Background: an optimization exercise with open tools, aiming at small area, a short achievable clock period and few clock cycles. Do not read the settings as production practice.
RTL that was checked went through simulation tests only; none was proved equivalent to the original.
Function not checked in runs 1 and 5: the RTL went through the layout flow alone.
Power is estimated from default activity; no workload was simulated.

## design.v

```verilog
`timescale 1ns / 1ps
package sle_pkg;
  localparam logic [2:0] ACT_NONE   = 3'd0;
  localparam logic [2:0] ACT_ADD    = 3'd1;
  localparam logic [2:0] ACT_BKSP   = 3'd2;
  localparam logic [2:0] ACT_ENTER  = 3'd3;
  localparam logic [2:0] ACT_CLEAR  = 3'd4;
  localparam logic [2:0] ACT_SWITCH = 3'd5;
  localparam logic [2:0] ACT_READ   = 3'd6;
  localparam logic [6:0] CH_NEWLINE = 7'h0A;
  localparam int RES_W = 24;
endpackage
`timescale 1ns / 1ps
module sle_hold (
  input  logic       we,
  input  logic       wen,
  input  logic [6:0] wd,
  input  logic [6:0] q,
  output logic [6:0] d
);
  assign d = ({7{we}} & wd) | ({7{wen}} & q);
endmodule
module sle_ao3 (
  input  logic [2:0] s,
  input  logic [6:0] d0,
  input  logic [6:0] d1,
  input  logic [6:0] d2,
  output logic [6:0] y_n
);
  assign y_n = ~(({7{s[0]}} & d0) | ({7{s[1]}} & d1) | ({7{s[2]}} & d2));
endmodule
module sle_qsel (
  input  logic        ld,
  input  logic        sel_b,
  input  logic [23:0] b_head,
  input  logic [23:0] new_res,
  input  logic [23:0] q,
  output logic [23:0] d
);
  assign d = ld ? (sel_b ? b_head : new_res) : q;
endmodule
`timescale 1ns / 1ps
`timescale 1ns / 1ps
import sle_pkg::*;
module scancode_line_editor_core #(
  parameter int TERMINALS  = 3,
  parameter int LINE_BYTES = 128
) (
  input  logic        clk,
  input  logic        rst,
  input  logic        s_tvalid,
  output logic        s_tready,
  input  logic [23:0] s_tdata,    
  input  logic        s_tuser,    
  output logic        m_tvalid,
  input  logic        m_tready,
  output logic [23:0] m_tdata,    
  output logic [2:0]  m_tuser,    
  input  logic        psel,
  input  logic        penable,
  input  logic        pwrite,
  input  logic [2:0]  paddr,
  input  logic [31:0] pwdata,
  output logic [31:0] prdata,
  output logic        pready
);
  function automatic [7:0] scan_key;
    input logic [7:0] code;
    input logic       shift;
    input logic       caps;
    logic [7:0] lo;
    logic [7:0] hi;
    logic       letter;
    logic       sel;
    begin
      {lo, hi, letter} = {8'h00, 8'h00, 1'b0};
      case (code)
        8'h02: {lo, hi, letter} = {"1", "!", 1'b0};
        8'h03: {lo, hi, letter} = {"2", "@", 1'b0};
        8'h04: {lo, hi, letter} = {"3", "#", 1'b0};
        8'h05: {lo, hi, letter} = {"4", "$", 1'b0};
        8'h06: {lo, hi, letter} = {"5", "%", 1'b0};
        8'h07: {lo, hi, letter} = {"6", "^", 1'b0};
        8'h08: {lo, hi, letter} = {"7", "&", 1'b0};
        8'h09: {lo, hi, letter} = {"8", "*", 1'b0};
        8'h0A: {lo, hi, letter} = {"9", "(", 1'b0};
        8'h0B: {lo, hi, letter} = {"0", ")", 1'b0};
        8'h0C: {lo, hi, letter} = {"-", "_", 1'b0};
        8'h0D: {lo, hi, letter} = {"=", "+", 1'b0};
        8'h0F: {lo, hi, letter} = {8'h09, 8'h09, 1'b0};
        8'h10: {lo, hi, letter} = {"q", "Q", 1'b1};
        8'h11: {lo, hi, letter} = {"w", "W", 1'b1};
        8'h12: {lo, hi, letter} = {"e", "E", 1'b1};
        8'h13: {lo, hi, letter} = {"r", "R", 1'b1};
        8'h14: {lo, hi, letter} = {"t", "T", 1'b1};
        8'h15: {lo, hi, letter} = {"y", "Y", 1'b1};
        8'h16: {lo, hi, letter} = {"u", "U", 1'b1};
        8'h17: {lo, hi, letter} = {"i", "I", 1'b1};
        8'h18: {lo, hi, letter} = {"o", "O", 1'b1};
        8'h19: {lo, hi, letter} = {"p", "P", 1'b1};
        8'h1A: {lo, hi, letter} = {"[", "{", 1'b0};
        8'h1B: {lo, hi, letter} = {"]", "}", 1'b0};
        8'h1E: {lo, hi, letter} = {"a", "A", 1'b1};
        8'h1F: {lo, hi, letter} = {"s", "S", 1'b1};
        8'h20: {lo, hi, letter} = {"d", "D", 1'b1};
        8'h21: {lo, hi, letter} = {"f", "F", 1'b1};
        8'h22: {lo, hi, letter} = {"g", "G", 1'b1};
        8'h23: {lo, hi, letter} = {"h", "H", 1'b1};
        8'h24: {lo, hi, letter} = {"j", "J", 1'b1};
        8'h25: {lo, hi, letter} = {"k", "K", 1'b1};
        8'h26: {lo, hi, letter} = {"l", "L", 1'b1};
        8'h27: {lo, hi, letter} = {";", ":", 1'b0};
        8'h28: {lo, hi, letter} = {8'h27, 8'h22, 1'b0};
        8'h29: {lo, hi, letter} = {8'h60, "~", 1'b0};
        8'h2B: {lo, hi, letter} = {8'h5C, "|", 1'b0};
        8'h2C: {lo, hi, letter} = {"z", "Z", 1'b1};
        8'h2D: {lo, hi, letter} = {"x", "X", 1'b1};
        8'h2E: {lo, hi, letter} = {"c", "C", 1'b1};
        8'h2F: {lo, hi, letter} = {"v", "V", 1'b1};
        8'h30: {lo, hi, letter} = {"b", "B", 1'b1};
        8'h31: {lo, hi, letter} = {"n", "N", 1'b1};
        8'h32: {lo, hi, letter} = {"m", "M", 1'b1};
        8'h33: {lo, hi, letter} = {",", "<", 1'b0};
        8'h34: {lo, hi, letter} = {".", ">", 1'b0};
        8'h35: {lo, hi, letter} = {"/", "?", 1'b0};
        8'h39: {lo, hi, letter} = {" ", " ", 1'b0};
        default: {lo, hi, letter} = {8'h00, 8'h00, 1'b0};
      endcase
      sel = letter ? (shift ^ caps) : shift;
      scan_key = sel ? hi : lo;
    end
  endfunction
  logic input_enable, ie_next, prd_q;
  logic acc, take;
  assign pready  = 1'b1;
  assign ie_next = (psel && penable && pwrite && (paddr[2] == 1'b0)) ? pwdata[0] : input_enable;
  always_ff @(posedge clk) begin
    if (rst) begin
      input_enable <= 1'b0;
      prd_q        <= 1'b0;
    end else begin
      input_enable <= ie_next;
      prd_q        <= ie_next && (paddr[2] == 1'b0);
    end
  end
  assign prdata = {31'b0, prd_q};
  logic       s_rdy_q;
  logic [1:0] outstanding;
  assign s_tready = s_rdy_q;
  assign acc      = s_tvalid && s_rdy_q;
  assign take     = m_tvalid && m_tready;
  logic       v1, rd1, ie1;
  logic [7:0] code1;
  logic [1:0] rt1;
  logic [6:0] ri1;
  logic       f_sh_set, f_sh_clr, f_alt_set, f_alt_clr, f_ctl_set, f_ctl_clr, f_caps;
  logic       f_l, f_fn, f_bksp, f_enter, f_key;
  logic [23:0] r_th1;    
  logic [15:0] r_l1;     
  logic [7:0] c;
  assign c = s_tdata[7:0];
  logic rst_q;
  always_ff @(posedge clk) begin
    rst_q <= rst;
  end
  always_ff @(posedge clk) begin
    if (rst) begin
      v1          <= 1'b0;
      outstanding <= 2'd0;
      s_rdy_q     <= 1'b0;
    end else begin
      v1          <= acc;
      outstanding <= outstanding + 2'(acc) - 2'(take);
      s_rdy_q     <= (outstanding + 2'(acc) - 2'(take)) != 2'd3;
    end
  end
  always_ff @(posedge clk) begin
    rd1       <= s_tuser;
    ie1       <= input_enable;
    code1     <= c;
    rt1       <= s_tdata[9:8];
    ri1       <= s_tdata[16:10];
    for (int k = 0; k < 24; k++) r_th1[k] <= (s_tdata[9:8] == 2'(k / 8)) && (s_tdata[16:14] == 3'(k % 8));
    for (int k = 0; k < 16; k++) r_l1[k]  <= (s_tdata[13:10] == 4'(k));
    f_sh_set  <= (c == 8'h2A) || (c == 8'h36);
    f_sh_clr  <= (c == 8'hAA) || (c == 8'hB6);
    f_alt_set <= (c == 8'h38);
    f_alt_clr <= (c == 8'hB8);
    f_ctl_set <= (c == 8'h1D);
    f_ctl_clr <= (c == 8'h9D);
    f_caps    <= (c == 8'h3A);
    f_l       <= (c == 8'h26);
    f_fn      <= (c == 8'hBB) || (c == 8'hBC) || (c == 8'hBD);
    f_bksp    <= (c == 8'h0E);
    f_enter   <= (c == 8'h1C);
    f_key     <= ((c >= 8'h02) && (c <= 8'h0D)) || ((c >= 8'h0F) && (c <= 8'h1B)) ||
                 ((c >= 8'h1E) && (c <= 8'h29)) || ((c >= 8'h2B) && (c <= 8'h35)) ||
                 (c == 8'h39);
  end
  logic       shift_held, caps_lock, ctrl_held, alt_held;
  logic [1:0] active_terminal;
  logic [6:0] edit_count [3];
  logic [7:0] line_length [3];
  logic       scan;
  logic       shift_next, caps_next, ctrl_next, alt_next;
  logic       do_clear, do_switch, do_bksp, do_add, do_enter;
  logic [1:0] sw_idx, term_next;
  logic [6:0] pos, pos_dec, pos_sw;
  logic [7:0] pos_inc;
  logic [6:0] key;
  logic [7:0] key8;
  logic [7:0] ll_rd;
  logic       hit;
  logic [2:0] action;
  logic [7:0] line_count;
  logic [6:0] char_code, scan_char;
  logic [3:0] mods;
  logic [RES_W-1:0] res;
  logic       w_we, byp;
  logic [1:0] w_t;
  logic [6:0] w_i, w_d;
  always_comb begin
    scan       = v1 && !rd1;
    shift_next = f_sh_set  || (shift_held && !f_sh_clr);
    alt_next   = f_alt_set || (alt_held && !f_alt_clr);
    ctrl_next  = f_ctl_set || (ctrl_held && !f_ctl_clr);
    caps_next  = caps_lock ^ f_caps;
    do_clear   = f_l && ctrl_held;
    do_switch  = f_fn && alt_held;
    sw_idx     = code1[1:0] - 2'd3;
    term_next  = do_switch ? sw_idx : active_terminal;
    pos        = active_terminal[1] ? edit_count[2] : (active_terminal[0] ? edit_count[1] : edit_count[0]);
    pos_sw     = sw_idx[1] ? edit_count[2] : (sw_idx[0] ? edit_count[1] : edit_count[0]);
    pos_dec    = pos - 7'd1;
    pos_inc    = {1'b0, pos} + 8'd1;
    key8       = scan_key(code1, shift_held, caps_lock);
    key        = key8[6:0];
    do_bksp    = f_bksp && ie1 && (pos != 7'd0);
    do_add     = f_key && ie1 && !do_clear && (pos != 7'd127);
    do_enter   = f_enter && ie1;
    ll_rd = rt1[1] ? (rt1[0] ? 8'd0 : line_length[2]) : (rt1[0] ? line_length[1] : line_length[0]);
    hit   = ({1'b0, ri1} < ll_rd);
    scan_char = 7'h00;
    if (rd1) begin
      mods       = {alt_held, ctrl_held, caps_lock, shift_held};
      action     = ACT_READ;
      line_count = ll_rd;
    end else begin
      mods       = {alt_next, ctrl_next, caps_next, shift_next};
      action     = ACT_NONE;
      line_count = {1'b0, pos};
      if (do_clear) begin
        action     = ACT_CLEAR;
        line_count = 8'd0;
      end else if (do_switch) begin
        action     = ACT_SWITCH;
        line_count = {1'b0, pos_sw};
      end else if (do_bksp) begin
        action     = ACT_BKSP;
        line_count = {1'b0, pos_dec};
      end else if (do_add) begin
        action     = ACT_ADD;
        line_count = pos_inc;
        scan_char  = key;
      end else if (do_enter) begin
        action     = ACT_ENTER;
        line_count = pos_inc;
        scan_char  = CH_NEWLINE;
      end
    end
    byp       = w_we && (w_t == rt1) && (w_i == ri1);
    char_code = ({7{rd1 && hit && !byp}} & ram_rdata) | ({7{rd1 && hit && byp}} & w_d) | scan_char;
    res = {action, mods, line_count, (rd1 ? rt1 : term_next), char_code};
  end
  always_ff @(posedge clk) begin
    if (rst) begin
      w_we <= 1'b0;
    end else begin
      w_we <= scan && (do_bksp || do_add || do_enter);
    end
  end
  always_ff @(posedge clk) begin
    w_t <= active_terminal;
    w_i <= do_bksp ? pos_dec : pos;
    w_d <= key | (f_enter ? CH_NEWLINE : 7'h00);
  end
  always_ff @(posedge clk) begin
    if (rst_q) begin
      shift_held      <= 1'b0;
      caps_lock       <= 1'b0;
      ctrl_held       <= 1'b0;
      alt_held        <= 1'b0;
      active_terminal <= 2'd0;
      for (int i = 0; i < 3; i++) begin
        edit_count[i]  <= 7'd0;
        line_length[i] <= 8'd0;
      end
    end else if (scan) begin
      shift_held      <= shift_next;
      caps_lock       <= caps_next;
      ctrl_held       <= ctrl_next;
      alt_held        <= alt_next;
      active_terminal <= term_next;
      if (do_clear) begin
        edit_count[active_terminal]  <= 7'd0;
        line_length[active_terminal] <= 8'd0;
      end else if (do_bksp) begin
        edit_count[active_terminal] <= pos_dec;
      end else if (do_add) begin
        edit_count[active_terminal] <= pos_inc[6:0];
      end else if (do_enter) begin
        edit_count[active_terminal]  <= 7'd0;
        line_length[active_terminal] <= pos_inc;
      end
    end
  end
  logic [2:0]   wt_hit;
  logic [7:0]   wi_h;
  logic [15:0]  wi_l;
  wire  [2:0][127:0][6:0] mem_q;
  logic [15:0][7:0][6:0]  y_n;
  logic [15:0][6:0]       part;
  logic [6:0]   ram_rdata;
  always_comb begin
    wt_hit = 3'b000;
    wi_h   = 8'h00;
    wi_l   = 16'h0000;
    if (w_t != 2'd3) wt_hit[w_t] = w_we;
    wi_h[w_i[6:4]] = 1'b1;
    wi_l[w_i[3:0]] = 1'b1;
  end
  for (genvar i = 0; i < 127; i++) begin : g_byte
    logic [6:0] b0, b1, b2, n0, n1, n2;
    logic [2:0] ws;
    assign ws = wt_hit & {3{wi_h[i / 16] && wi_l[i % 16]}};
    sle_hold u_h0 (.we(ws[0]), .wen(!ws[0]), .wd(w_d), .q(b0), .d(n0));
    sle_hold u_h1 (.we(ws[1]), .wen(!ws[1]), .wd(w_d), .q(b1), .d(n1));
    sle_hold u_h2 (.we(ws[2]), .wen(!ws[2]), .wd(w_d), .q(b2), .d(n2));
    always_ff @(posedge clk) begin
      b0 <= n0;
      b1 <= n1;
      b2 <= n2;
    end
    assign mem_q[0][i] = b0;
    assign mem_q[1][i] = b1;
    assign mem_q[2][i] = b2;
  end
  assign mem_q[0][127] = CH_NEWLINE;
  assign mem_q[1][127] = CH_NEWLINE;
  assign mem_q[2][127] = CH_NEWLINE;
  for (genvar l = 0; l < 16; l++) begin : g_rd
    for (genvar k = 0; k < 8; k++) begin : g_grp
      sle_ao3 u_rd (
        .s ({r_th1[3 * k + 2], r_th1[3 * k + 1], r_th1[3 * k]}),
        .d0(mem_q[(3 * k) / 8][((3 * k) % 8) * 16 + l]),
        .d1(mem_q[(3 * k + 1) / 8][((3 * k + 1) % 8) * 16 + l]),
        .d2(mem_q[(3 * k + 2) / 8][((3 * k + 2) % 8) * 16 + l]),
        .y_n(y_n[l][k])
      );
    end
  end
  always_comb begin
    ram_rdata = 7'h00;
    for (int l = 0; l < 16; l++) begin
      part[l] = 7'h00;
      for (int k = 0; k < 8; k++) begin
        part[l] = part[l] | ~y_n[l][k];
      end
      ram_rdata = ram_rdata | ({7{r_l1[l]}} & part[l]);
    end
  end
  logic             qv0, ld, b_any, rp, wp, to_b;
  logic [1:0]       bc;
  logic [RES_W-1:0] q0, q0_d, b0, b1, b_head;
  logic             push;
  assign push   = v1;
  assign ld     = !qv0 || take;
  assign b_any  = (bc != 2'd0);
  assign b_head = rp ? b1 : b0;
  assign to_b   = push && !(ld && !b_any);
  always_ff @(posedge clk) begin
    if (rst) begin
      qv0 <= 1'b0;
      bc  <= 2'd0;
      rp  <= 1'b0;
      wp  <= 1'b0;
    end else begin
      if (ld) qv0 <= b_any || push;
      if (ld && b_any) rp <= !rp;
      if (to_b) wp <= !wp;
      bc <= bc - 2'(ld && b_any) + 2'(to_b);
    end
  end
  always_ff @(posedge clk) begin
    if (push && !wp) b0 <= res;
    if (push && wp) b1 <= res;
  end
  sle_qsel u_q0 (
    .ld     (ld),
    .sel_b  (b_any),
    .b_head (b_head),
    .new_res(res),
    .q      (q0),
    .d      (q0_d)
  );
  always_ff @(posedge clk) begin
    q0 <= q0_d;
  end
  assign m_tvalid = qv0;
  assign m_tuser  = q0[23:21];
  assign m_tdata  = {2'b00, q0[20:17], q0[16:9], q0[8:7], 1'b0, q0[6:0]};
endmodule
```

## flow/run.sh

```bash
#!/bin/bash
set -euo pipefail
bash standard.sh SETUP_SLACK_MARGIN=8.2 MATCH_CELL_FOOTPRINT=0 \
  BUFFER_PORTS_ARGS="-buffer_cell sky130_fd_sc_hd__buf_4" finish > make_finish.log 2>&1
```

## standard.sh

```bash
#!/bin/bash
# synth_recipe.tcl (not shown) runs the flow's synth.tcl, then flattens the netlist and writes it again
# the make line also repeats each setting of config.mk as NAME=value (left out here)
make -C /OpenROAD-flow-scripts/flow DESIGN_CONFIG=/design/flow/config.mk WORK_HOME=/design/flow/orfs CLKGATE_MAP_FILE= SYNTH_SCRIPT=/design/flow/synth_recipe.tcl "${@:-finish}"
```

## config.mk

```make
export PLATFORM = sky130hd
export DESIGN_NAME = scancode_line_editor_core
export DESIGN_NICKNAME = scancode_line_editor_core
export VERILOG_FILES = /design/flow/design.v
export SDC_FILE = /design/flow/constraint.sdc
export NUM_CORES = 4
export LEC_CHECK = 0
export CAP_MARGIN = 20
export CORE_MARGIN = 2
export CORE_UTILIZATION = 50
export CTS_BUF_LIST = sky130_fd_sc_hd__clkbuf_16
export CTS_CLUSTER_DIAMETER = 50
export CTS_CLUSTER_SIZE = 20
export PLACE_DENSITY = 0.75
export SETUP_SLACK_MARGIN = 5
export SLEW_MARGIN = 20
export SYNTH_HIERARCHICAL = 1
export TNS_END_PERCENT = 100
```

## constraint.sdc

```tcl
create_clock -name core_clock -period 12.0 [get_ports {clk}]
set_input_delay 2.4000 -clock core_clock [delete_from_list [all_inputs] [get_ports {clk}]]
set_output_delay 2.4000 -clock core_clock [all_outputs]
set_load 0.01 [all_outputs]
```

==> results.cfg, run 1 <==
[clock_network]
path_clk_slew_ps = 80
clkSinkCount = 2901
cts-root-buf = clkbuf_16
worst_skew_pair.late_latency_ps = 880
cts_max_level = 4
cts_tree = done
numCtsBuffers = 200
cts_buffer_depth = 3

[logic_synthesis]
yosys.cell_types.count = 71
synth-xor-area-share_pct = 0.3156
syn_inst = 8656
synth_edf_count = 93
synth_top_family_by_area = compound AO/OA/AOI/OAI gates
ys.flop_type = dfxtp_1
syn_area_mm2 = 0.1027
ys_ff_latch = 2901
postSynthAreaPerCell_um2 = 11.86
async_flop_share_pct = 0
ys_seq_area_share_pct = 57.47
synth_simple_gate_area_share_pct = 5.184
yosys_warnings = 7
synth_compound_area_share_pct = 33.41
synth.area.mux_share_pct = 0.8592
synthAdderAreaFrac_pct = 0.4387

[sta]
tightest_slew_ps = 1231
final-hold-violation-count = 0
period_share_pct = 33.77
setup_ws_ps = 7947
period_needed_ps = 4053
fin_skew_ps = 41.70
drv_slew = 0
setup_viol_count_final = 0
rsz0062_at_grt = yes
fmax_mhz = 246.7
maxSlewHeadroom_pct = 17.93
fin_setup_tns_ps = 0

[floorplan]
dieArea_mm2 = 0.2090
rows = 166
dieWidth_um = 457.1
start_util_pct = 50.24
io_pins = 129
coreArea_mm2 = 0.2044
fp.dieH_um = 457.1

[finish]
multi_input_area_mm2 = 0.04211
drive_above_1_share_pct = 8.353
mostFrequentLayoutCell = dfxtp_1
area_growth_pct = 12.14
seqCellArea_mm2 = 0.05917
fin_nets = 9076
fillers = 16620
mostFrequentLayoutCells = 2,753 x dfxtp_1, 2,679 x a22o_1, 896 x a222oi_1

[pwr]
p_seq_share_pct = 55.3
p_sw_share_pct = 23.90
p_leak_uw = 0.04508
ir_drop_v = 0.0001827
p_switching_uw = 4254
intPower_uw = 13550
power_density_mw_per_mm2 = 154.6
combinationalPowerShare_pct = 4.1
pwr-share-clk_pct = 40.5

[detailed_routing]
drc = 0
dr.pass1.iters = 13
via_per_inst = 7.290
routedWlPerCell_um = 29.63
drt_iter0_markers = 15070
num_vias = 86160
routed_wl_mm = 350.1
ant_nets = 0

[place]
gp_congestion = 0.9775
io_buffers = 53
pre_cts_slack_ps = 7301
post-dp-hpwl_mm = 216.7

[worst_setup_path]
crit_top_cell = nand4_1
path_buf_inv = 1
crit_fanout = 33
required_ps = 12730
crit_path_max_incr_delay_ps = 580
critPathCaptureType = flip-flop
cp.arrival_ps = 4780
start_kind = flip-flop
path_class = reg2reg
critical-path-top-delay-family = simple AND/OR/NAND/NOR gates
critPathSlowestCell = nand4_1
crit_chain = buf_6 > a222oi_1 > nand4_1 > o21ai_4 > nand4_1 > nor2_2 > nand2_2 > mux2_2 > a22o_1 > mux2i_1 > a21oi_1

[job]
drv_cap = 0

[grt]
grt_max_degree = 162
overflow = 0
grt_pass1_wl_mm = 514.4
antenna_found_initial = 16
grt_usage_pct = 31.41
first_global_vias = 80700

[status]
outcome = finished clean

[worst_hold_path]
hp-class = reg2reg
==> layout make-up <==
class / count / area share [%]
Sequential cell: 2901 / 51.39
Multi-Input combinational cell: 5238 / 36.57
Clock buffer: 206 / 4.477
Tap cell: 2688 / 2.921
Timing Repair Buffer: 225 / 1.908
Clock inverter: 146 / 1.377
Inverter: 407 / 1.335
Antenna cell: 7 / 0.01521
==> worst register-to-register path, stage by stage, from the launching register on <==
cell and delay [ps]:
dfxtp_4 490, buf_6 270, a222oi_1 500, nand4_1 580
o21ai_4 490, nand4_1 360, nor2_2 210, nand2_2 150
mux2_2 310, a22o_1 250, mux2i_1 200, a21oi_1 90
==> layer usage <==
metal / routed length (µm) / global-route usage, % / up-vias
met2: 146800 / 45.68 / 6179
li1: - / - / 36680
met3: 46650 / 8.032 / 1093
met4: 22650 / 17.97 / 22
met1: 133700 / 42.28 / 42190
met5: 313 / 0 / -
==> final timing paths <==
kind                start     to  slack [ps]  depth (start not counted)
max              r_th1[8]  q0[4]        7950                         11
min reg2reg  input_enable    ie1         380                          0
min          input_enable    ie1         380                          0
max reg2reg      r_th1[8]  q0[4]        7950                         11
==> timing repair <==
item                                    in CTS  in global routing
buffers inserted                            20                 16
pin swaps                                   46                 55
hold buffers                                 0                  0
endpoints found under the setup margin     486                422
resized for setup                          198                 75
==> cell usage after synthesis (13+ instances only) <==
master	number	area share, %
nand3_1	17	0.083
nor2_1	240	0.88
mux2_2	33	0.36
edfxtp_1	93	2.7
nand2b_1	16	0.097
dfxtp_1	2808	55
nor3_1	28	0.14
o21ai_0	157	0.77
nor2b_1	13	0.079
and2_1	29	0.18
nand4_1	258	1.6
a22o_1	2679	23
nand2_1	481	1.8
buf_4	37	0.27
a21oi_1	64	0.31
ha_1	36	0.44
clkbuf_1	108	0.39
inv_1	406	1.5
a222oi_1	896	8.7
mux2i_1	48	0.47
xnor2_1	33	0.28
==> metrics by stage <==
| step | area, µm² | hold slack (ps) | cells | utilization (%) | power (µW) |
|---|---|---|---|---|---|
| after CTS | 114600 | 382.2 | 11790 | 56.06 | 17790 |
| after global routing | 115100 | 383.3 | 11810 | 56.33 | 18240 |
| final | 115100 | 381.0 | 11820 | 56.33 | 17800 |
| after floorplan | 102900 | 330.5 | 8710 | - | 10450 |
| after detailed placement | 107200 | 363.7 | 11420 | 52.44 | 10740 |
| after global placement | 107200 | 362.2 | 11420 | 52.44 | 10730 |
==> registers in the layout, indices dropped and copies added (netlist names), 2 cells and up, named ones only <==
name and cells:
g_byte.b0 889, g_byte.b1 889, g_byte.b2 889, b0 24
b1 24, line_length 24, q0 24, r_th1 24
edit_count 21, r_l1 16, ri1 7, w_d 7
w_i 7, code1 4, active_terminal 2, bc 2
outstanding 2, rt1 2, w_t 2
==> logic make-up (layout without fill, tap and decap cells) <==
logic type	Yosys count	in the layout
compound gates	3894	3894
flops	2901	2901
simple gates	1132	1132
buf+inv	571	984
mux	83	83
xor+xnor	37	37
fa+ha+maj	36	36
other cells	2	63
==> Yosys stat by module, one instance, submodules excluded <==
module,area (µm²),flip-flops and latches,times used
scancode_line_editor_core,69820,2901,1
sle_qsel,524.3,0,1
sle_ao3,70.07,0,128
sle_hold,61.31,0,381
==> power groups by stage <==
stage | clock network (µW) | registers [µW] | logic (µW)
floorplan | 0 | 10100 | 325
global placement | 0 | 10100 | 667
detailed placement | 0 | 10100 | 675
CTS | 7230 | 9850 | 706
global route | 7600 | 9860 | 772
finish | 7210 | 9850 | 734
==> run 2: changes to the inputs <==
--- a/design.v
+++ b/design.v
@@ -32,6 +32,6 @@
 module sle_qsel (
-  input  logic        ld,
-  input  logic        sel_b,
-  input  logic [23:0] b_head,
+  input  logic        ld_new,
+  input  logic        ld_next,
   input  logic [23:0] new_res,
+  input  logic [23:0] next_res,
   input  logic [23:0] q,
@@ -39,3 +39,3 @@
 );
-  assign d = ld ? (sel_b ? b_head : new_res) : q;
+  assign d = ld_new ? new_res : (ld_next ? next_res : q);
 endmodule
@@ -371,22 +371,17 @@
   end
-  logic             qv0, ld, b_any, rp, wp, to_b;
-  logic [1:0]       bc;
-  logic [RES_W-1:0] q0, q0_d, b0, b1, b_head;
+  logic [2:0]       qv, sv;
+  logic [RES_W-1:0] q0, q1, q2, s0, s1, s2;
   logic             push;
-  assign push   = v1;
-  assign ld     = !qv0 || take;
-  assign b_any  = (bc != 2'd0);
-  assign b_head = rp ? b1 : b0;
-  assign to_b   = push && !(ld && !b_any);
-  always_ff @(posedge clk) begin
-    if (rst) begin
-      qv0 <= 1'b0;
-      bc  <= 2'd0;
-      rp  <= 1'b0;
-      wp  <= 1'b0;
+  assign push = v1;
+  always_comb begin
+    if (take) begin
+      sv = {1'b0, qv[2:1]};
+      s0 = q1;
+      s1 = q2;
+      s2 = q2;
     end else begin
-      if (ld) qv0 <= b_any || push;
-      if (ld && b_any) rp <= !rp;
-      if (to_b) wp <= !wp;
-      bc <= bc - 2'(ld && b_any) + 2'(to_b);
+      sv = qv;
+      s0 = q0;
+      s1 = q1;
+      s2 = q2;
     end
@@ -394,12 +389,16 @@
   always_ff @(posedge clk) begin
-    if (push && !wp) b0 <= res;
-    if (push && wp) b1 <= res;
+    if (rst) begin
+      qv <= 3'b000;
+    end else begin
+      qv <= push ? {sv[1:0], 1'b1} : sv;
+    end
   end
+  logic [RES_W-1:0] q0_d;
   sle_qsel u_q0 (
-    .ld     (ld),
-    .sel_b  (b_any),
-    .b_head (b_head),
-    .new_res(res),
-    .q      (q0),
-    .d      (q0_d)
+    .ld_new  (push && !sv[0]),
+    .ld_next (take),
+    .new_res (res),
+    .next_res(q1),
+    .q       (q0),
+    .d       (q0_d)
   );
@@ -407,4 +406,6 @@
     q0 <= q0_d;
+    q1 <= (push && sv[0] && !sv[1]) ? res : s1;
+    q2 <= (push && sv[1]) ? res : s2;
   end
-  assign m_tvalid = qv0;
+  assign m_tvalid = qv[0];
   assign m_tuser  = q0[23:21];
==> flow/run.sh (replaced) <==
#!/bin/bash
set -euo pipefail
bash standard.sh SETUP_SLACK_MARGIN=8.45 MATCH_CELL_FOOTPRINT=0 \
  BUFFER_PORTS_ARGS="-buffer_cell sky130_fd_sc_hd__buf_4" finish > make_finish.log 2>&1
==> run 2 against run 1 <==
Effect of this change: largest power group unchanged; setup slack improved by 290 ps; still clean; area after synthesis is 0.16% lower; routed wire length up 5.8%; utilization is 0.89 points higher; critical path type is now reg2out; sequential power decreased by 0.9%; final cell count grew 0.81%; non-clock buffer count rose by 70; critical endpoint is now m_tdata[12]; clock skew is 4.2 ps lower; flip-flop and latch count decreased by 2.
==> results.cfg, run 2 <==
[clock_network]
cts_max_level = 4
worst_skew_pair.late_latency_ps = 880
cts-root-buf = clkbuf_16
numCtsBuffers = 198
cts_tree = done
clkSinkCount = 2899
path_clk_slew_ps = 80
cts_buffer_depth = 3

[grt]
overflow = 0
antenna_found_initial = 22
grt_max_degree = 173
grt_pass1_wl_mm = 517.5
first_global_vias = 80710
grt_usage_pct = 31.62

[logic_synthesis]
synth_common_cells = 2,806 x dfxtp_1, 2,671 x a22o_1, 896 x a222oi_1
yosysTopAreaCell = dfxtp_1
synth_most_common_cell = dfxtp_1
synth-xor-area-share_pct = 0.3076
ys_ff_latch = 2899
synth_edf_count = 93
syn_area_mm2 = 0.1025
synthTopCellsByArea = dfxtp_1 55%, a22o_1 23%, a222oi_1 8.7%
synth_top_family_by_area = compound AO/OA/AOI/OAI gates
yosys_warnings = 7
synthAdderAreaFrac_pct = 0.4150
async_flop_share_pct = 0
synth_simple_gate_area_share_pct = 5.258
ys.flop_type = dfxtp_1
yosys.cell_types.count = 79
ys_seq_area_share_pct = 57.52
synth.area.mux_share_pct = 0.7116
synth_compound_area_share_pct = 33.48
syn_inst = 8678
postSynthAreaPerCell_um2 = 11.81
synth_top_area_share_pct = 54.80

[detailed_routing]
drt_iter0_markers = 15790
drc = 0
routedWlPerCell_um = 31.08
routed_wl_mm = 370.3
ant_nets = 0
via_per_inst = 7.334
dr.pass1.iters = 13
num_vias = 87380

[worst_setup_path]
path_class = reg2out
path_buf_inv = 1
crit_chain = buf_6
critPathCaptureType = output pin
cp.arrival_ps = 1360
crit_path_max_incr_delay_ps = 370
start_kind = flip-flop
critical-path-top-delay-family = flip-flops
crit_fanout = 2
required_ps = 9600
critPathSlowestCell = dfxtp_4

[sta]
drv_slew = 0
period_needed_ps = 3763
setup_viol_count_final = 0
fin_skew_ps = 37.55
maxSlewHeadroom_pct = 13.20
fmax_mhz = 265.7
tightest_slew_ps = 1302
period_share_pct = 31.36
setup_ws_ps = 8237
fin_setup_tns_ps = 0
rsz0062_at_grt = yes
final-hold-violation-count = 0

[floorplan]
io_pins = 129
coreArea_mm2 = 0.2042
dieWidth_um = 456.8
fp.dieH_um = 456.8
rows = 166
dieArea_mm2 = 0.2087
start_util_pct = 50.21

[job]
drv_cap = 0

[finish]
largestRegisters = g_byte.b0 (889), g_byte.b1 (889), g_byte.b2 (889)
fin_nets = 9166
mostFrequentLayoutCell = dfxtp_1
mostFrequentLayoutCells = 2,746 x dfxtp_1, 2,671 x a22o_1, 896 x a222oi_1
drive_above_1_share_pct = 9.061
area_growth_pct = 13.97

[pwr]
power_density_mw_per_mm2 = 149.8
pwr-share-clk_pct = 41.3
p_seq_share_pct = 55.8
intPower_uw = 13430
p_switching_uw = 4072
ir_drop_v = 0.0001371
combinationalPowerShare_pct = 2.9
p_sw_share_pct = 23.27
p_leak_uw = 0.04568

[status]
outcome = finished clean

[place]
post-dp-hpwl_mm = 214.7
pre_cts_slack_ps = 7105
io_buffers = 53
gp_congestion = 1.026

[worst_hold_path]
hp-class = reg2reg
[run 2: cell types whose count changed after synthesis, moves of 6 or more]
cell / change
a22o_1: -8
nor2_1: -44
a32oi_1: -6
a21oi_1: -29
nor4_1: +8
mux2i_1: +6
a31oi_1: +9
or2_2: +8
mux2_2: -25
o21ai_1: +17
nand2_1: +76
o21ai_0: +18
[run 2: modules after synthesis (local to each module, per instance)]
| module | cells | cell area [µm²] | copies in the design |
|---|---|---|---|
| sle_hold | 7 | 61.31 | 381 |
| sle_qsel | 80 | 526.8 | 1 |
| scancode_line_editor_core | 5035 | 69650 | 1 |
| sle_ao3 | 7 | 70.07 | 128 |
[run 2: timing repair]
action	CTS	global route
hold buffers	0	0
setup endpoints to repair	1139	1380
gates resized for setup	282	137
setup buffers	23	74
gates cloned	3	28
pin swaps	59	90
[run 2: through the flow]
| stage | cell area (µm²) | hold WS, ps | std cells | utilization (%) | total power [µW] |
|---|---|---|---|---|---|
| final | 116800 | 362.9 | 11910 | 57.22 | 17500 |
| after floorplan | 102800 | 330.5 | 8732 | - | 10190 |
| after global placement | 106900 | 341.6 | 11420 | 52.37 | 10390 |
| after CTS | 114700 | 361.9 | 11800 | 56.20 | 17440 |
| after detailed placement | 106900 | 345.1 | 11430 | 52.37 | 10400 |
| after global routing | 116800 | 363.5 | 11900 | 57.21 | 17880 |
[run 2: cell families (layout without fill, tap and decap cells)]
family          count (synthesis)  count (layout)
fa+ha+maj                      34              34
xor+xnor                       36              36
compound gates               3902            3903
other cells                     2              67
simple gates                 1164            1164
flops                        2899            2899
buf+inv                       573            1055
mux                            68              68
[run 2: routing by layer]
metal | global-route usage (%) | routed length (µm) | share of wire (%)
met3 | 7.900 | 51980 | 14
met4 | 17.27 | 24240 | 6.5
met2 | 46.46 | 155200 | 42
met1 | 42.61 | 138700 | 37
met5 | 0 | 131 | 0.035
[run 2: cell type report]
type                            count  area, µm²
Fill cell                       16370      87340
Sequential cell                  2899      59130
Multi-Input combinational cell   5261      42200
Clock buffer                      204       5105
Timing Repair Buffer              295       3837
Tap cell                         2688       3363
Clock inverter                    146       1609
Inverter                          410       1553
Antenna cell                       11      27.53
[run 2: power groups by stage]
stage / combinational, µW / sequential [µW] / clock, µW
after floorplan: 135 / 10100 / 0
after global placement: 411 / 9980 / 0
after detailed placement: 419 / 9980 / 0
after CTS: 442 / 9760 / 7240
after global routing: 521 / 9760 / 7600
final: 506 / 9760 / 7240
[run 2: final timing paths]
kind / startpoint / endpoint / slack, ps / depth (start not counted)
worst min register to register: input_enable / ie1 / 360 / 0
worst min-delay path: input_enable / ie1 / 360 / 0
worst max register to register: r_th1[4] / q1[2] / 8270 / 10
worst max-delay path: q0[11] / m_tdata[12] / 8240 / 1
Testbench counts of run 2, summed over its fixed seeds: cycles 32,102.
==> run 3: changes to the inputs <==
==> flow/run.sh (replaced) <==
#!/bin/bash
set -euo pipefail
bash standard.sh SETUP_SLACK_MARGIN=8.2 MATCH_CELL_FOOTPRINT=0 \
  BUFFER_PORTS_ARGS="-buffer_cell sky130_fd_sc_hd__buf_4" finish > make_finish.log 2>&1
==> run 3 against run 2 <==
Effect of this change: flip-flop and latch count is the same; first-iteration DRC count down 4.7%; setup slack lost 180 ps; largest cell class unchanged; global-route usage fell by 0.60 points; via count is 1.8% lower; still clean on timing, DRC and antenna; final cell count fell by 0.34%; power is 1.6% higher.
==> results.cfg, run 3 <==
[status]
outcome = finished clean

[finish]
mostFrequentLayoutCells = 2,756 x dfxtp_1, 2,671 x a22o_1, 896 x a222oi_1
area_growth_pct = 12.58
multi_input_area_mm2 = 0.04184
largestRegisters = g_byte.b0 (889), g_byte.b1 (889), g_byte.b2 (889)
seqCellArea_mm2 = 0.05911
mostFrequentLayoutCell = dfxtp_1
fin_nets = 9103
drive_above_1_share_pct = 8.107
fillers = 16440

[floorplan]
start_util_pct = 50.21
rows = 166
fp.dieH_um = 456.8
coreArea_mm2 = 0.2042
io_pins = 129
dieArea_mm2 = 0.2087
dieWidth_um = 456.8

[detailed_routing]
num_vias = 85810
drc = 0
ant_nets = 0
drt_iter0_markers = 15050
via_per_inst = 7.227
routed_wl_mm = 349.0
routedWlPerCell_um = 29.40
dr.pass1.iters = 11

[clock_network]
cts_max_level = 4
clkSinkCount = 2899
cts-root-buf = clkbuf_16
cts_tree = done
path_clk_slew_ps = 80
cts_buffer_depth = 3
worst_skew_pair.late_latency_ps = 910
numCtsBuffers = 214

[logic_synthesis]
yosys_warnings = 7
yosys.cell_types.count = 79
synthTopCellsByArea = dfxtp_1 55%, a22o_1 23%, a222oi_1 8.7%
ys.flop_type = dfxtp_1
synth_most_common_cell = dfxtp_1
syn_inst = 8678
syn_area_mm2 = 0.1025
synth_top_area_share_pct = 54.80
ys_ff_latch = 2899
async_flop_share_pct = 0
synth_common_cells = 2,806 x dfxtp_1, 2,671 x a22o_1, 896 x a222oi_1
ys_seq_area_share_pct = 57.52
yosysTopAreaCell = dfxtp_1
synth_edf_count = 93
postSynthAreaPerCell_um2 = 11.81

[sta]
tightest_slew_ps = 1277
drv_slew = 0
fin_setup_tns_ps = 0
fmax_mhz = 253.7
maxSlewHeadroom_pct = 14.90
period_share_pct = 32.84
setup_viol_count_final = 0
final-hold-violation-count = 0
rsz0062_at_grt = yes
fin_skew_ps = 49.19
period_needed_ps = 3941

[worst_hold_path]
hp-class = reg2reg

[worst_setup_path]
start_kind = flip-flop
path_class = reg2reg
critPathCaptureType = flip-flop
required_ps = 12620
crit_fanout = 49
cp.arrival_ps = 4560

[grt]
grt.met2_usage_pct = 45.79
grt_pass1_wl_mm = 510.5
overflow = 0
gr-usage-met3_pct = 8.177
antenna_found_initial = 19
met1_usage_pct = 41.60
grt.busiest_layer = met2
first_global_vias = 80860
grt_usage_pct = 31.02
grt_max_degree = 171

[pwr]
total_power_uw = 17790
p_leak_uw = 0.04520
ir_drop_v = 0.0001494
power_density_mw_per_mm2 = 154.1

[job]
drv_cap = 0

[place]
gp_congestion = 0.9482
io_buffers = 53
post-dp-hpwl_mm = 212.3
[run 3: changes by cell type in the layout (fill, tap and decap cells not counted), sizes merged]
cell      change
a21oi         -1
buf          -49
bufinv        -6
clkbuf       -15
clkinv       +17
clkinvlp      -1
diode         -3
inv          +17
[run 3: critical path: stages, from the launching register on]
cell      delay (ps)
dfxtp_4          470
buf_4            360
a222oi_1         530
nand4_1          500
o21ai_1          430
nand4_1          270
nor4_4           580
o21ai_0          180
nand2_1          130
a31oi_1           80
[run 3: routing by layer]
| metal | part of all wire (%) | wire [µm] | up-vias |
|---|---|---|---|
| met3 | 14 | 47410 | 989 |
| met5 | 0.037 | 129 | - |
| met4 | 5.9 | 20500 | 20 |
| li1 | - | - | 36790 |
| met1 | 38 | 133900 | 41890 |
| met2 | 42 | 147100 | 6126 |
[run 3: power breakdown]
part / leakage, µW / switching [µW] / internal, µW
Sequential: 0.0235 / 71.5 / 9690
Combinational: 0.0180 / 356 / 98.6
Clock: 0.00362 / 3810 / 3760
[run 3: modules after synthesis, one instance, submodules excluded]
module,flops+latches,cells,copies in the design,cell area (µm²)
sle_ao3,0,7,128,70.07
scancode_line_editor_core,2899,5035,1,69650
sle_hold,0,7,381,61.31
sle_qsel,0,80,1,526.8
[run 3: cell type report]
type,instances,area share [%]
flip-flops and latches,2899,51.23
multi-input cells,5260,36.26
clock buffers,218,4.727
well taps,2688,2.914
repair buffers,217,1.892
clock inverters,173,1.633
inverters,410,1.334
diodes,8,0.01735
[run 3: what timing repair did]
| action | 4_1_cts | 5_1_grt |
|---|---|---|
| buffers inserted | 4 | 30 |
| hold buffers | 0 | 0 |
| endpoints found under the setup margin | 144 | 195 |
| pin swaps | 17 | 22 |
| cloned | 0 | 3 |
| hold endpoints to repair | 0 | 0 |
| resized for setup | 146 | 54 |
[run 3: kinds of logic after synthesis]
family                     count (synthesis)  synth area share (%)
AOI/OAI and AO/OA                       3902                 33.48
DFF                                     2899                 57.52
and+or+nand+nor                         1164                 5.258
buffers and inverters                    573                 2.300
muxes                                     68                0.7116
xor gates and xnor gates                  36                0.3076
adders and majority gates                 34                0.4150
other                                      2              0.007326
[run 3: worst paths after layout]
kind,slack (ps),from,cells after the start,end
max,8060,r_th1[2],9,q1[2]
min,370,input_enable,0,ie1
max reg2reg,8060,r_th1[2],9,q1[2]
min reg2reg,370,input_enable,0,ie1
[run 3: per-stage QoR]
stage | hold WS (ps) | util [%] | cells | setup slack (ps) | instance area (µm²)
global route | 380.8 | 56.51 | 11870 | 8178 | 115400
global placement | 369.7 | 52.39 | 11440 | 6922 | 107000
floorplan | 330.5 | - | 8732 | 8261 | 102800
detailed placement | 366.9 | 52.39 | 11440 | 7234 | 107000
CTS | 378.6 | 56.17 | 11830 | 8185 | 114700
finish | 374.2 | 56.52 | 11870 | 8059 | 115400
==> run 4: changes to the inputs <==
--- a/design.v
+++ b/design.v
@@ -132,6 +132,5 @@
   endfunction
-  logic input_enable, ie_next, prd_q;
+  logic input_enable;
   logic acc, take;
   assign pready  = 1'b1;
-  assign ie_next = (psel && penable && pwrite && (paddr[2] == 1'b0)) ? pwdata[0] : input_enable;
   always_ff @(posedge clk) begin
@@ -139,9 +138,7 @@
       input_enable <= 1'b0;
-      prd_q        <= 1'b0;
-    end else begin
-      input_enable <= ie_next;
-      prd_q        <= ie_next && (paddr[2] == 1'b0);
+    end else if (psel && penable && pwrite && (paddr[2] == 1'b0)) begin
+      input_enable <= pwdata[0];
     end
   end
-  assign prdata = {31'b0, prd_q};
+  assign prdata = (paddr[2] == 1'b0) ? {31'b0, input_enable} : 32'b0;
   logic       s_rdy_q;
==> flow/run.sh (replaced) <==
#!/bin/bash
set -euo pipefail
bash standard.sh SETUP_SLACK_MARGIN=7 MATCH_CELL_FOOTPRINT=0 \
  BUFFER_PORTS_ARGS="-buffer_cell sky130_fd_sc_hd__buf_4" finish > make_finish.log 2>&1
==> run 4 against run 3 <==
Effect of this change: critical path depth increased by 3; setup slack got worse by 1200 ps; global-route usage is 0.18 points lower; via count is 1.1% lower; die area about the same; non-clock buffer count decreased by 39; first-iteration DRC count grew 4.6%; clock power is 4.8% lower; clock skew is 20 ps lower; final cell count down 0.67%; critical endpoint is now q1[3]; largest power group unchanged.
==> results.cfg, run 4 <==
[status]
outcome = finished clean

[logic_synthesis]
async_flop_share_pct = 0
yosys.cell_types.count = 81
ys_ff_latch = 2898
ys.flop_type = dfxtp_1
syn_inst = 8670
synth_top_area_share_pct = 54.74
yosysTopAreaCell = dfxtp_1
ys_seq_area_share_pct = 57.46
synth_common_cells = 2,805 x dfxtp_1, 2,671 x a22o_1, 896 x a222oi_1
synthTopCellsByArea = dfxtp_1 55%, a22o_1 23%, a222oi_1 8.7%
yosys_warnings = 7
postSynthAreaPerCell_um2 = 11.83
syn_area_mm2 = 0.1026
synth_edf_count = 93
synth_most_common_cell = dfxtp_1

[worst_hold_path]
worstHoldStart = input_enable
hp-class = reg2reg
hold_path_depth = 0

[pwr]
ir_drop_v = 0.0001505
total_power_uw = 17400
p_leak_uw = 0.04470
power_density_mw_per_mm2 = 152.7

[worst_setup_path]
path_class = reg2reg
reg2reg_from = r_th1[5]
worstSetupStartpoint = r_th1[5]
crit_path_max_incr_delay_ps = 880
cp.arrival_ps = 5760
crit_chain = buf_4 > buf_4 > buf_4 > a222oi_1 > nand4_1 > o21ai_1 > nand4_1 > nor4_2 > buf_4 > nand2_1 > o211ai_1 > a31oi_1
crit_fanout = 38
crit_top_cell = buf_4
r2r_cells = 12
required_ps = 12600
start_kind = flip-flop
critPathCaptureType = flip-flop
critPathSlowestCell = nor4_2

[detailed_routing]
dr.pass1.iters = 14
num_vias = 84870
routedWlPerCell_um = 28.87
dr.max_layer_used = met5
via_per_inst = 7.196
drt-met1-wl_mm = 134.3
routed_wl_mm = 340.5
drt_iter0_markers = 15750
wl_met3_mm = 42.68
wl_met2_mm = 144.1
ant_nets = 0
drc = 0

[floorplan]
dieArea_mm2 = 0.2088
coreArea_mm2 = 0.2044
fp.dieH_um = 456.9
dieWidth_um = 456.9
start_util_pct = 50.19
io_pins = 129
rows = 166

[clock_network]
cts-root-buf = clkbuf_16
cts_max_level = 4
cts_tree = done
cts_buffer_depth = 3
path_clk_slew_ps = 80
clkSinkCount = 2898
worst_skew_pair.late_latency_ps = 870
numCtsBuffers = 202

[finish]
mostFrequentLayoutCells = 2,774 x dfxtp_1, 2,671 x a22o_1, 896 x a222oi_1
fillers = 16880
largestRegisters = g_byte.b0 (889), g_byte.b1 (889), g_byte.b2 (889)
final_area_mm2 = 0.1140
area_growth_pct = 11.11
fin_nets = 9046
drive_above_1_share_pct = 6.738
mostFrequentLayoutCell = dfxtp_1

[place]
gp_congestion = 1.042
post-dp-hpwl_mm = 215.9
place_area_mm2 = 0.1071
io_buffers = 53

[sta]
drv_slew = 0
period_needed_ps = 5159
tightest_slew_ps = 1310
period_share_pct = 42.99
maxSlewHeadroom_pct = 11.74
fin_skew_ps = 29.68
rsz0062_at_grt = yes
final-hold-violation-count = 0
setup_viol_count_final = 0
fmax_mhz = 193.8
fin_setup_tns_ps = 0

[grt]
grt_usage_pct = 30.83
first_global_vias = 79480
grt_max_degree = 173
grt_pass1_wl_mm = 505.5
antenna_found_initial = 22
overflow = 0

[job]
drv_cap = 0
==> run 4: cells by family (layout without fill, tap and decap cells) <==
group                      count (synthesis)  count (layout)  synth area share, %
AOI/OAI and AO/OA                       3906            3906                33.52
DFF                                     2898            2898                57.46
and+or+nand+nor                         1149            1149                5.233
buffers and inverters                    574             947                2.303
muxes                                     71              71               0.7392
xor gates and xnor gates                  36              36               0.3220
adders and majority gates                 34              34               0.4147
other                                      2              65             0.007321
==> run 4: final cells by class <==
cell class / instances / area (µm²) / share of cell area, %
clock buffer: 209 / 5230 / 4.589
sequential: 2898 / 59060 / 51.82
clock inverter: 147 / 1583 / 1.389
inverter: 413 / 1550 / 1.360
antenna: 9 / 22.52 / 0.01976
tap: 2688 / 3363 / 2.951
multi-input combinational: 5252 / 41670 / 36.56
timing repair buffer: 178 / 1501 / 1.317
==> run 4: modules after synthesis (local to each module, per instance) <==
module / cell area [µm²] / cells / flip-flops and latches / copies in the design
sle_hold: 61.31 / 7 / 0 / 381
sle_ao3: 70.07 / 7 / 0 / 128
scancode_line_editor_core: 69730 / 5027 / 2898 / 1
sle_qsel: 526.8 / 80 / 0 / 1
==> run 4: worst paths after layout <==
check                              to  slack (ps)
worst max-delay path            q1[3]        6840
worst min register to register    ie1         400
worst max register to register  q1[3]        6840
worst min-delay path              ie1         400
==> run 4: report_power, final <==
group / total, µW / switching [µW] / internal (µW)
Sequential: 9760 / 72.3 / 9680
Clock: 7210 / 3640 / 3570
Combinational: 435 / 346 / 89.4
Total: 17400 / 4060 / 13300
==> run 4: metal layers <==
metal | global-route usage (%) | vias up
met2 | 45.18 | 5781
met4 | 16.19 | 10
li1 | - | 36630
met5 | 0 | -
met3 | 7.437 | 923
met1 | 42.06 | 41530
==> run 4: critical path: cells and delay by family (launching register included) <==
kind | cells | cell delay (ps)
and+or+nand+nor | 4 | 1820
buffers and inverters | 4 | 1180
DFF | 1 | 450
AOI/OAI and AO/OA | 4 | 1340
==> run 4: what timing repair did <==
| item | in CTS | in global routing |
|---|---|---|
| resized for setup | 4 | 5 |
| endpoints found under the hold margin | 0 | 0 |
| setup endpoints to repair | 5 | 5 |
| hold buffers | 0 | 0 |
| setup buffers | 0 | 0 |
| gates cloned | 0 | 0 |
==> run 4: metrics by stage <==
step / utilization [%] / std cells / hold WS, ps / worst slack, ps
after detailed placement: 52.39 / 11430 / 375.4 / 6675
after CTS: 55.72 / 11780 / 388.5 / 6867
final: 55.77 / 11790 / 401.0 / 6841
after floorplan: - / 8724 / 325.8 / 7022
after global routing: 55.76 / 11790 / 407.9 / 6890
after global placement: 52.34 / 11420 / 378.5 / 6740
Testbench counts of run 4, summed over its fixed seeds: cycles 32,102.
==> run 5: changes to the inputs <==
--- a/design.v
+++ b/design.v
@@ -32,6 +32,6 @@
 module sle_qsel (
-  input  logic        ld_new,
-  input  logic        ld_next,
+  input  logic        ld,
+  input  logic        sel_b,
+  input  logic [23:0] b_head,
   input  logic [23:0] new_res,
-  input  logic [23:0] next_res,
   input  logic [23:0] q,
@@ -39,3 +39,3 @@
 );
-  assign d = ld_new ? new_res : (ld_next ? next_res : q);
+  assign d = ld ? (sel_b ? b_head : new_res) : q;
 endmodule
@@ -132,5 +132,6 @@
   endfunction
-  logic input_enable;
+  logic input_enable, ie_next, prd_q;
   logic acc, take;
   assign pready  = 1'b1;
+  assign ie_next = (psel && penable && pwrite && (paddr[2] == 1'b0)) ? pwdata[0] : input_enable;
   always_ff @(posedge clk) begin
@@ -138,9 +139,11 @@
       input_enable <= 1'b0;
-    end else if (psel && penable && pwrite && (paddr[2] == 1'b0)) begin
-      input_enable <= pwdata[0];
+      prd_q        <= 1'b0;
+    end else begin
+      input_enable <= ie_next;
+      prd_q        <= ie_next && (paddr[2] == 1'b0);
     end
   end
-  assign prdata = (paddr[2] == 1'b0) ? {31'b0, input_enable} : 32'b0;
+  assign prdata = {31'b0, prd_q};
   logic       s_rdy_q;
-  logic [1:0] outstanding;
+  logic [2:0] outstanding;
   assign s_tready = s_rdy_q;
@@ -165,3 +168,3 @@
       v1          <= 1'b0;
-      outstanding <= 2'd0;
+      outstanding <= 3'd0;
       s_rdy_q     <= 1'b0;
@@ -169,4 +172,4 @@
       v1          <= acc;
-      outstanding <= outstanding + 2'(acc) - 2'(take);
-      s_rdy_q     <= (outstanding + 2'(acc) - 2'(take)) != 2'd3;
+      outstanding <= outstanding + 3'(acc) - 3'(take);
+      s_rdy_q     <= (outstanding + 3'(acc) - 3'(take)) != 3'd4;
     end
@@ -214,3 +217,4 @@
   logic [3:0] mods;
-  logic [RES_W-1:0] res;
+  logic [RES_W-1:0] res_e, res;
+  logic       m_ram;
   logic       w_we, byp;
@@ -268,4 +272,5 @@
     byp       = w_we && (w_t == rt1) && (w_i == ri1);
-    char_code = ({7{rd1 && hit && !byp}} & ram_rdata) | ({7{rd1 && hit && byp}} & w_d) | scan_char;
-    res = {action, mods, line_count, (rd1 ? rt1 : term_next), char_code};
+    m_ram     = rd1 && hit && !byp;
+    char_code = ({7{rd1 && hit && byp}} & w_d) | scan_char;
+    res_e = {action, mods, line_count, (rd1 ? rt1 : term_next), char_code};
   end
@@ -368,17 +373,10 @@
   end
-  logic [2:0]       qv, sv;
-  logic [RES_W-1:0] q0, q1, q2, s0, s1, s2;
-  logic             push;
-  assign push = v1;
-  always_comb begin
-    if (take) begin
-      sv = {1'b0, qv[2:1]};
-      s0 = q1;
-      s1 = q2;
-      s2 = q2;
+  logic             v3, m_ram3;
+  logic [RES_W-1:0] res3;
+  logic [6:0]       rd3;
+  always_ff @(posedge clk) begin
+    if (rst) begin
+      v3 <= 1'b0;
     end else begin
-      sv = qv;
-      s0 = q0;
-      s1 = q1;
-      s2 = q2;
+      v3 <= v1;
     end
@@ -386,16 +384,41 @@
   always_ff @(posedge clk) begin
+    res3   <= res_e;
+    m_ram3 <= m_ram;
+    rd3    <= ram_rdata;
+  end
+  assign res = {res3[RES_W-1:7], res3[6:0] | ({7{m_ram3}} & rd3)};
+  logic             qv0, ld, b_any, to_b;
+  logic [1:0]       bc, rp, wp;
+  logic [RES_W-1:0] q0, q0_d, b0, b1, b2, b_head;
+  logic             push;
+  assign push   = v3;
+  assign ld     = !qv0 || take;
+  assign b_any  = (bc != 2'd0);
+  assign b_head = rp[1] ? b2 : (rp[0] ? b1 : b0);
+  assign to_b   = push && !(ld && !b_any);
+  always_ff @(posedge clk) begin
     if (rst) begin
-      qv <= 3'b000;
+      qv0 <= 1'b0;
+      bc  <= 2'd0;
+      rp  <= 2'd0;
+      wp  <= 2'd0;
     end else begin
-      qv <= push ? {sv[1:0], 1'b1} : sv;
+      if (ld) qv0 <= b_any || push;
+      if (ld && b_any) rp <= (rp == 2'd2) ? 2'd0 : rp + 2'd1;
+      if (to_b) wp <= (wp == 2'd2) ? 2'd0 : wp + 2'd1;
+      bc <= bc - 2'(ld && b_any) + 2'(to_b);
     end
   end
-  logic [RES_W-1:0] q0_d;
+  always_ff @(posedge clk) begin
+    if (push && (wp == 2'd0)) b0 <= res;
+    if (push && (wp == 2'd1)) b1 <= res;
+    if (push && (wp == 2'd2)) b2 <= res;
+  end
   sle_qsel u_q0 (
-    .ld_new  (push && !sv[0]),
-    .ld_next (take),
-    .new_res (res),
-    .next_res(q1),
-    .q       (q0),
-    .d       (q0_d)
+    .ld     (ld),
+    .sel_b  (b_any),
+    .b_head (b_head),
+    .new_res(res),
+    .q      (q0),
+    .d      (q0_d)
   );
@@ -403,6 +426,4 @@
     q0 <= q0_d;
-    q1 <= (push && sv[0] && !sv[1]) ? res : s1;
-    q2 <= (push && sv[1]) ? res : s2;
   end
-  assign m_tvalid = qv[0];
+  assign m_tvalid = qv0;
   assign m_tuser  = q0[23:21];
==> flow/run.sh (replaced) <==
#!/bin/bash
set -euo pipefail
bash standard.sh SETUP_SLACK_MARGIN=8.2 MATCH_CELL_FOOTPRINT=0 \
  BUFFER_PORTS_ARGS="-buffer_cell sky130_fd_sc_hd__buf_4" finish > make_finish.log 2>&1
==> run 5 against run 4 <==
Effect of this change: largest power group unchanged; flip-flop and latch count rose by 63; sequential power barely moved; register-to-register slack improved by 1200 ps; clock power up about 10%; critical path depth shrank 5; die area increased by 1.6%; worst hold slack lost 50 ps.
==> results.cfg, run 5 <==
[grt]
antenna_found_initial = 13
grt_usage_pct = 31.44
grt_max_degree = 182
grt_pass1_wl_mm = 517.9
overflow = 0
first_global_vias = 80280

[detailed_routing]
routedWlPerCell_um = 28.99
num_vias = 86220
ant_nets = 0
drc = 0
dr.pass1.iters = 13
via_per_inst = 7.160
routed_wl_mm = 349.1
drt_iter0_markers = 15050

[worst_setup_path]
r2r_cells = 7
r2r_end = rd3[6]
worstSetupStartpoint = r_th1[12]
required_ps = 12740
crit_fanout = 45
critPathCaptureType = flip-flop
path_class = reg2reg
r2r_slack_ps = 8000
start_kind = flip-flop
cp.arrival_ps = 4750
reg2reg_from = r_th1[12]

[finish]
fin_util_pct = 56.53
largestRegisters = g_byte.b0 (889), g_byte.b1 (889), g_byte.b2 (889)
mostFrequentLayoutCell = dfxtp_1
area_growth_pct = 12.36
drive_above_1_share_pct = 7.840
mostFrequentLayoutCells = 2,790 x dfxtp_1, 2,672 x a22o_1, 897 x a222oi_1
fin_nets = 9168

[sta]
period_share_pct = 33.35
period_needed_ps = 4003
tightest_slew_ps = 1156
setup_viol_count_final = 0
fin_setup_tns_ps = 0
fin_skew_ps = 42.04
fmax_mhz = 249.8
maxSlewHeadroom_pct = 22.90
final-hold-violation-count = 0
drv_slew = 0
rsz0062_at_grt = no

[clock_network]
numCtsBuffers = 222
clkSinkCount = 2961
cts_hold_buf = 0
cts_tree = done
worst_skew_pair.late_latency_ps = 910
cts_max_level = 4
path_clk_slew_ps = 80
cts_buffer_depth = 3
cts-root-buf = clkbuf_16

[logic_synthesis]
ys.flop_type = dfxtp_1
synth_edf_count = 117
synth_common_cells = 2,844 x dfxtp_1, 2,672 x a22o_1, 897 x a222oi_1
ys_seq_area_share_pct = 57.97
synth_top_area_share_pct = 54.60
postSynthAreaPerCell_um2 = 11.91
yosys.cell_types.count = 81
synthTopCellsByArea = dfxtp_1 55%, a22o_1 22%, a222oi_1 8.6%
syn_inst = 8754
async_flop_share_pct = 0
ys_ff_latch = 2961
yosysTopAreaCell = dfxtp_1
yosys_warnings = 7
synth_most_common_cell = dfxtp_1
syn_area_mm2 = 0.1043

[place]
io_buffers = 53
gp_congestion = 1.015
post-dp-hpwl_mm = 219.6

[worst_hold_path]
worstHoldStart = input_enable
hold_path_depth = 0
hold_end = ie1
hp-class = reg2reg

[pwr]
ir_drop_v = 0.0001589
p_leak_uw = 0.04593
power_density_mw_per_mm2 = 160.0

[floorplan]
coreArea_mm2 = 0.2073
rows = 167
dieArea_mm2 = 0.2122
dieWidth_um = 460.7
fp.dieH_um = 460.7
io_pins = 129
start_util_pct = 50.31

[job]
drv_cap = 0

[status]
outcome = finished clean
==> run 5: cell type report <==
| class | count | area, µm² |
|---|---|---|
| fill | 16770 | 90110 |
| sequential | 2961 | 60590 |
| multi-input combinational | 5271 | 41980 |
| clock buffer | 227 | 5680 |
| tap | 2788 | 3488 |
| clock inverter | 181 | 2110 |
| timing repair buffer | 197 | 1758 |
| inverter | 411 | 1543 |
| antenna | 6 | 15.01 |
==> run 5: power by group <==
| part | total (µW) | internal (µW) | switching (µW) |
|---|---|---|---|
| combinational | 733 | 233 | 500 |
| sequential | 10100 | 9960 | 109 |
| clock | 7950 | 4010 | 3940 |
==> run 5: kinds of logic (layout without fill, tap and decap cells) <==
family / Yosys count / after routing / share of synthesized area (%)
AOI/OAI and AO/OA: 3920 / 3920 / 33.05
xor gates and xnor gates: 32 / 32 / 0.2688
adders and majority gates: 37 / 37 / 0.4512
buffers and inverters: 576 / 1016 / 2.282
DFF: 2961 / 2961 / 57.97
muxes: 79 / 79 / 0.8063
other: 2 / 62 / 0.007202
and+or+nand+nor: 1147 / 1147 / 5.170
==> run 5: worst max path at each step <==
stage | end | slack (ps)
after floorplan | s_rdy_q | 8040
after global placement | bc[1] | 7430
after detailed placement | bc[1] | 7480
after CTS | m_tdata[20] | 8200
after global routing | m_tdata[0] | 8200
final | rd3[6] | 8000
==> run 5: timing repair <==
| item | CTS | global route |
|---|---|---|
| pin swaps | 7 | 20 |
| endpoints found under the setup margin | 247 | 401 |
| gates resized for setup | 56 | 40 |
| setup buffers | 15 | 8 |
==> run 5: per-layer routing <==
layer,track usage (%),wire length (µm),part of all wire [%]
met1,42.42,136500,39
met2,46.38,148700,43
met3,8.075,43710,13
met4,16.25,20150,5.8
met5,0,27,0.0077
==> run 5: per-module statistics from Yosys, one instance, submodules excluded <==
module                     area, µm²  flip-flops and latches  times used  cells
sle_hold                       61.31                       0         381      7
sle_qsel                       524.3                       0           1     80
scancode_line_editor_core      71430                    2961           1   5111
sle_ao3                        70.07                       0         128      7
==> run 5: per-stage QoR <==
step / hold WS [ps] / setup WS [ps] / total power [µW] / instance area (µm²) / instances
after global placement: 346.6 / 7430 / 10970 / 108800 / 11600
after CTS: 354.7 / 8200 / 18780 / 116900 / 12030
after floorplan: 330.5 / 8037 / 10680 / 104500 / 8808
final: 350.9 / 7997 / 18750 / 117200 / 12040
after detailed placement: 341.0 / 7480 / 10980 / 108900 / 11600
after global routing: 353.7 / 8203 / 19230 / 117200 / 12040
==> run 5: worst max-delay path: stages, from the launching register on <==
cell and delay, ps:
dfxtp_4 530, buf_4 400, buf_4 330, a222oi_1 550, nand4_1 400, o21ai_1 520
nand4_1 280, or4_1 660

[what the ideal ports hide]
No port has a modelled driver above. Below, the same layouts with a new extraction and two added sets of constraints. Step 1 sets driving cells, clkbuf_16 on the clock port and buf_2 on the other inputs (assumed; they add their load-dependent delay and slew). Step 2 moves the port delays by t, midway between the first and last clock arrival at a register: inputs arrive t later, outputs are due t later. That takes back most of the time a late clock gives input paths. a / b / c = no drivers / after step 1 / after step 2; a / b = the first two.
run	shift t [ns]	slack for setup (ns)	cell pins on the clock port's net
run 1	0.967	7.947 / 7.947 / 7.452	1
run 2	0.952	8.237 / 8.147 / 7.476	1
run 3	0.959	8.059 / 8.059 / 7.411	1
run 4	0.960	6.841 / 6.841 / 6.841	1
run 5	0.976	7.997 / 7.997 / 7.464	1
After both steps setup and hold are still met in every run listed. For run 2, which loses most, drivers alone change the setup slack by -0.090 ns; drivers and shift together by -0.761 ns.
